This is an optimization exercise on Yosys and OpenROAD, whose aim is small area, not a production implementation. Function was checked by simulation only, so behaviour that the tests miss may differ from the original. Power and IR drop assume default switching activity.

### flow/config.mk
export PLATFORM = sky130hd
export DESIGN_NAME = branch_predictor_btb
export DESIGN_NICKNAME = branch_predictor_btb
export VERILOG_FILES = /design/flow/design.v
export SDC_FILE = /design/flow/constraint.sdc
export NUM_CORES = 4
export LEC_CHECK = 0
export CAP_MARGIN = 20
export CORE_MARGIN = 2
export CORE_UTILIZATION = 40
export SLEW_MARGIN = 20
### flow/constraint.sdc
create_clock -name core_clock -period 8.5 [get_ports {clk}]
set_input_delay 1.7000 -clock core_clock [delete_from_list [all_inputs] [get_ports {clk}]]
set_output_delay 1.7000 -clock core_clock [all_outputs]
set_load 0.01 [all_outputs]
### flow/design.v
package cpu_pkg;
  localparam logic [1:0] BP_SNT = 2'b00;
  localparam logic [1:0] BP_WNT = 2'b01;
  localparam logic [1:0] BP_WT  = 2'b10;
  localparam logic [1:0] BP_ST  = 2'b11;
  localparam int BP_ENTRIES = 16;
  localparam int PRED_TAKEN_W = 1;
  localparam int PRED_PC_W    = 32;
  typedef struct packed {
    logic [PRED_TAKEN_W-1:0] taken;
    logic [PRED_PC_W-1:0]    pc;
  } bp_pred_t;
endpackage
module bp_sat_counter2 (
  input  logic [1:0] cnt,
  input  logic       taken,
  output logic [1:0] cnt_nxt
);
  always_comb begin
    cnt_nxt = cnt;
    unique case (1'b1)
      (taken && (cnt != cpu_pkg::BP_ST)):   cnt_nxt = cnt + 2'd1;
      (!taken && (cnt != cpu_pkg::BP_SNT)): cnt_nxt = cnt - 2'd1;
      default: ;
    endcase
  end
endmodule
module branch_predictor_btb #(
  parameter int         ENTRIES  = cpu_pkg::BP_ENTRIES,
  parameter int         IDX_W    = $clog2(ENTRIES),
  parameter logic [1:0] CNT_INIT = cpu_pkg::BP_WT
) (
  input  logic        clk,
  input  logic        rst,
  input  logic [31:0] pc_IF,
  output logic        pred_taken_IF,
  output logic [31:0] pred_pc_IF,
  input  logic        upd_valid_EX,
  input  logic [31:0] upd_pc_EX,
  input  logic        upd_is_jal_EX,
  input  logic        upd_taken_EX,
  input  logic [31:0] upd_target_EX,
  input  logic        pred_taken_EX,
  input  logic [31:0] pred_pc_EX,
  output logic        mispredict_EX,
  output logic [31:0] redirect_pc_EX,
  output logic [31:0] stat_br_cnt,
  output logic [31:0] stat_miss_cnt
);
  localparam int TAG_W = 30 - IDX_W;
  logic [ENTRIES-1:0] r_valid;
  logic [ENTRIES-1:0] r_jal;
  logic [1:0]         r_cnt [ENTRIES];
  logic [TAG_W-1:0]   r_tag [ENTRIES];
  logic [31:0]        r_tgt [ENTRIES];
  logic [31:0]        r_br_cnt;
  logic [31:0]        r_miss_cnt;
  logic [IDX_W-1:0] w_if_idx;
  logic [TAG_W-1:0] w_if_tag;
  logic             w_if_hit;
  logic [IDX_W-1:0] w_up_idx;
  logic [TAG_W-1:0] w_up_tag;
  logic             w_up_hit;
  logic             w_train;
  logic             w_alloc;
  logic [1:0]       w_cnt_nxt;
  assign w_if_idx = pc_IF[IDX_W+1:2];
  assign w_if_tag = pc_IF[31:IDX_W+2];
  assign w_if_hit = r_valid[w_if_idx] &&
                    (r_tag[w_if_idx] == w_if_tag);
  assign pred_taken_IF = w_if_hit &&
                         (r_cnt[w_if_idx][1] || r_jal[w_if_idx]);
  assign pred_pc_IF    = pred_taken_IF ? r_tgt[w_if_idx]
                                       : pc_IF + 32'd4;
  assign w_up_idx = upd_pc_EX[IDX_W+1:2];
  assign w_up_tag = upd_pc_EX[31:IDX_W+2];
  assign w_up_hit = r_valid[w_up_idx] &&
                    (r_tag[w_up_idx] == w_up_tag);
  assign w_train = upd_valid_EX && w_up_hit;
  assign w_alloc = upd_valid_EX && !w_up_hit && upd_taken_EX;
  bp_sat_counter2 u_cnt (
    .cnt     (r_cnt[w_up_idx]),
    .taken   (upd_taken_EX),
    .cnt_nxt (w_cnt_nxt)
  );
  always_comb begin
    mispredict_EX  = 1'b0;
    redirect_pc_EX = 32'd0;
    if (upd_valid_EX) begin
      mispredict_EX = (pred_taken_EX != upd_taken_EX) ||
                      (upd_taken_EX &&
                       (pred_pc_EX != upd_target_EX));
      redirect_pc_EX = upd_taken_EX ? upd_target_EX
                                    : upd_pc_EX + 32'd4;
    end
  end
  always_ff @(posedge clk) begin
    if (rst) begin
      r_valid    <= '0;
      r_br_cnt   <= 32'd0;
      r_miss_cnt <= 32'd0;
      for (int i = 0; i < ENTRIES; i++) begin
        r_cnt[i] <= cpu_pkg::BP_SNT;
      end
    end else begin
      if (upd_valid_EX) r_br_cnt <= r_br_cnt + 32'd1;
      if (mispredict_EX) r_miss_cnt <= r_miss_cnt + 32'd1;
      if (w_train) begin
        r_cnt[w_up_idx] <= w_cnt_nxt;
      end else if (w_alloc) begin
        r_valid[w_up_idx] <= 1'b1;
        r_cnt[w_up_idx]   <= upd_is_jal_EX ? cpu_pkg::BP_ST : CNT_INIT;
      end
    end
  end
  always_ff @(posedge clk) begin
    if (!rst) begin
      if (w_alloc || (w_train && upd_taken_EX)) begin
        r_tgt[w_up_idx] <= upd_target_EX;
      end
      if (w_alloc) begin
        r_tag[w_up_idx] <= w_up_tag;
        r_jal[w_up_idx] <= upd_is_jal_EX;
      end
    end
  end
  assign stat_br_cnt   = r_br_cnt;
  assign stat_miss_cnt = r_miss_cnt;
endmodule
### flow/run.sh
#!/bin/bash
# synth_recipe.tcl (not shown) runs the flow's synth.tcl, then flattens the netlist and writes it again
# the make line also repeats each setting of config.mk as NAME=value (left out here)
make -C /OpenROAD-flow-scripts/flow DESIGN_CONFIG=/design/flow/config.mk WORK_HOME=/design/flow/orfs CLKGATE_MAP_FILE= SYNTH_SCRIPT=/design/flow/synth_recipe.tcl finish
==> run notes <==
[synthesized netlist by cell type (9+ instances only)]
cell	count	area share
or3_1	17	0.0022
mux2i_1	88	0.018
nand3_1	50	0.0052
nor4_1	14	0.0018
clkbuf_1	83	0.0065
a21oi_1	54	0.0057
xnor2_1	104	0.019
ha_1	9	0.0024
and2_1	28	0.0037
nand4_1	35	0.0046
xor2_1	89	0.016
inv_1	47	0.0037
edfxtp_1	976	0.61
buf_2	45	0.0047
o32ai_1	12	0.0022
nor2_1	117	0.0092
buf_1	25	0.0020
o21ai_0	81	0.0085
nor2b_1	13	0.0017
a22oi_1	9	0.0014
a41o_1	12	0.0025
mux4_2	392	0.19
nand2b_1	13	0.0017
buf_6	9	0.0021
dfxtp_1	80	0.034
mux2_2	40	0.0094
nor3_1	27	0.0028
and3_1	20	0.0026
nand2_1	104	0.0082
buf_4	12	0.0019
[logic make-up after synthesis]
| kind of cell | after synthesis | synth area share |
|---|---|---|
| buffers and inverters | 223 | 0.0211 |
| AND/OR/NAND/NOR | 462 | 0.0482 |
| XOR/XNOR | 193 | 0.0354 |
| flip-flops | 1056 | 0.648 |
| AO/OA/AOI/OAI | 232 | 0.0319 |
| adder cells (fa/ha/maj) | 10 | 0.00257 |
| multiplexers | 520 | 0.213 |
[through the flow]
step	setup WS, ns	utilization	std cells	cell area, sq um	hold slack (ns)
floorplan	2.07	-	2696	47700	0.439
global placement	1.11	0.444	4418	52500	0.468
detailed placement	1.07	0.444	4418	52500	0.479
CTS	1.04	0.474	4617	56100	0.487
global route	0.831	0.474	4617	56100	0.509
finish	1.07	0.475	4619	56100	0.490
[cell type report]
type / instances / share of cell area
Antenna cell: 2 / 0.0000892
Clock buffer: 132 / 0.0509
Sequential cell: 1056 / 0.551
Timing Repair Buffer: 360 / 0.0610
Tap cell: 1536 / 0.0343
Multi-Input combinational cell: 1417 / 0.286
Inverter: 49 / 0.00328
Clock inverter: 67 / 0.0138
[layer usage]
layer | vias up | global-route usage | part of all wire
met2 | 1418 | 0.384 | 0.47
li1 | 11500 | - | -
met5 | - | 0 | 0.00062
met3 | 216 | 0.0518 | 0.095
met4 | 14 | 0.0598 | 0.021
met1 | 15100 | 0.336 | 0.41
[how the worst min path moves through the flow]
| stage | to | startpoint | cells after the start | slack, ns |
|---|---|---|---|---|
| CTS | r_valid[2] | r_valid[2] | 2 | 0.49 |
| detailed placement | r_valid[2] | r_valid[2] | 2 | 0.48 |
| global placement | r_valid[11] | r_valid[11] | 2 | 0.47 |
| finish | r_valid[3] | r_valid[3] | 2 | 0.49 |
| global route | r_valid[3] | r_valid[3] | 2 | 0.51 |
| floorplan | r_valid[2] | r_valid[2] | 2 | 0.44 |
[report_power, final]
part / internal [mW] / switching, mW
sequential: 5.72 / 0.0208
combinational: 0.409 / 0.579
clock: 2.85 / 2.01
total: 8.97 / 2.61
[sequential cells by signal (all words and copies together) (netlist names)]
name,count
r_br_cnt,32
r_tag,416
r_tgt,512
r_valid,16
r_cnt,32
r_jal,16
r_miss_cnt,32
[critical path: stages]
cell	delay, ns
buf_6	0.68
buf_4	0.46
mux4_2	0.36
mux2i_1	0.17
xnor2_1	0.08
nor3_1	0.19
a31oi_1	0.10
a2111oi_0	0.50
nand4_1	0.23
buf_4	0.31
mux2_2	0.28
clkdlybuf4s50_1	0.54
==> reports/qor.yml <==
clock_network:
  clock-sinks: 1056
  cts.repair.resized: 0
  cts_tree: "built"
  post_cts_buffers: 0
  clkTransAtPathRegs_ns: 0.06
  numCtsBuffers: 109
  htree_num_levels: 3
  ctsRootBufferMaster: "clkbuf_16"
  hold_buffers: 0
  cts_max_path_buffers: 3
  clk_latency_ns: 0.71
power:
  peakVddDrop_mv: 0.172
  power.leakage_nw: 17.8
  powerDensity_nw_per_um2: 206
  p_total_mw: 11.6
synthesis:
  synth-seq-area-share: 0.648
  async_flop_share: 0
  ys_ff_latch: 1056
  syn-instance-count: 2696
  yosysWarnings: 2
  synth_flop_cell: "edfxtp_1"
  synth_nets: 2839
  syn_avg_cell_area_sq_um: 17.7
  synth.cell_area_sq_um: 47700
  synth_edf_count: 976
  synth_cell_type_count: 68
critical_path:
  crit_type: "primary input to primary output"
  rrSetupSlack_ns: 4.11
  rr_endpoint: "r_tag[13][14]"
  r2r_start: "r_tag[7][22]"
  cp.arrival_ns: 5.73
  required_ns: 6.80
  critPathCaptureType: "primary output"
  endpoint: "pred_pc_IF[21]"
  rr_worst_depth: 9
  crit_start: "pc_IF[4]"
  start_kind: "primary input"
  path_max_fanout: 70
cells_and_area:
  most-common-layout-cells: "976 x edfxtp_1, 392 x mux4_2, 252 x clkdlybuf4s50_1"
  synthToLayoutAreaGrowth_pct: 17.6
  fillers: 9856
  multi_input_area_sq_um: 16000
  mostFrequentLayoutCell: "edfxtp_1"
  regArea_sq_um: 30900
  fin_nets: 3136
  final_layout_size_suffix_gt1_frac: 0.239
route:
  wire_per_inst_microns: 32.0
  drt_wl_total_mm: 148
  drt_iter0_drc: 3533
  drc: 0
  first_pass_iters: 5
  num_vias: 28200
  vias_per_cell: 6.11
  antenna_left: 0
placed_design:
  routabilityCongestion: 0.868
  hpwl_mm: 93.7
  port_buffers: 263
timing:
  rsz0062_at_grt: "false"
  finalSetupViolations: 0
  finalCritPeriodShare: 0.874
  clock.fmax_mhz: 135
  worst_pin_slew_ns: 1.08
  drv_slew: 0
  period_needed_ns: 7.43
  relSlewSlack: 0.278
  hold_viol: 0
  fin_skew_ns: 0.0422
  fin_setup_tns_ns: 0
floorplan:
  die-area_sq_um: 122000
  row_count: 126
  die_y_microns: 349
  dieWidth_microns: 349
  initial_core_util: 0.403
  core_sq_um: 118000
  ios: 264
global_routing:
  antenna_found_initial: 11
  overflow: 0
  grt_pass1_wl_mm: 210
  grt_pass1_vias: 28700
  grt_max_degree: 130
  grt_usage: 0.240
run:
  maxCapViolations: 0
hold_path:
  holdCritPathClass: "register to register"
status:
  status: "finished clean"

re-timing with driven ports:
The flow's constraints put no driver on any port. The routed layout listed below was extracted and timed again, unchanged, in two steps.
Step 1, drivers: a clkbuf_16 drives clk and a buf_2 each remaining input, both assumed.
Step 2 moves the port delays by t, midway between the first and last clock arrival at a register: inputs arrive t later, outputs are due t later. That takes back most of the time a late clock gives input paths.
Slacks: ideal ports / drivers / drivers and shift; pairs: ideal ports / drivers.
t, ns: 0.758
setup WS [ns]: 1.072 / 1.026 / 1.026
worst data-port slew with drivers (ns): 0.17
pins driven straight from the clock port: 1
After both steps this run still meets setup and hold. The setup slack of this run moves by -0.046 ns with the drivers and by -0.046 ns with both steps.
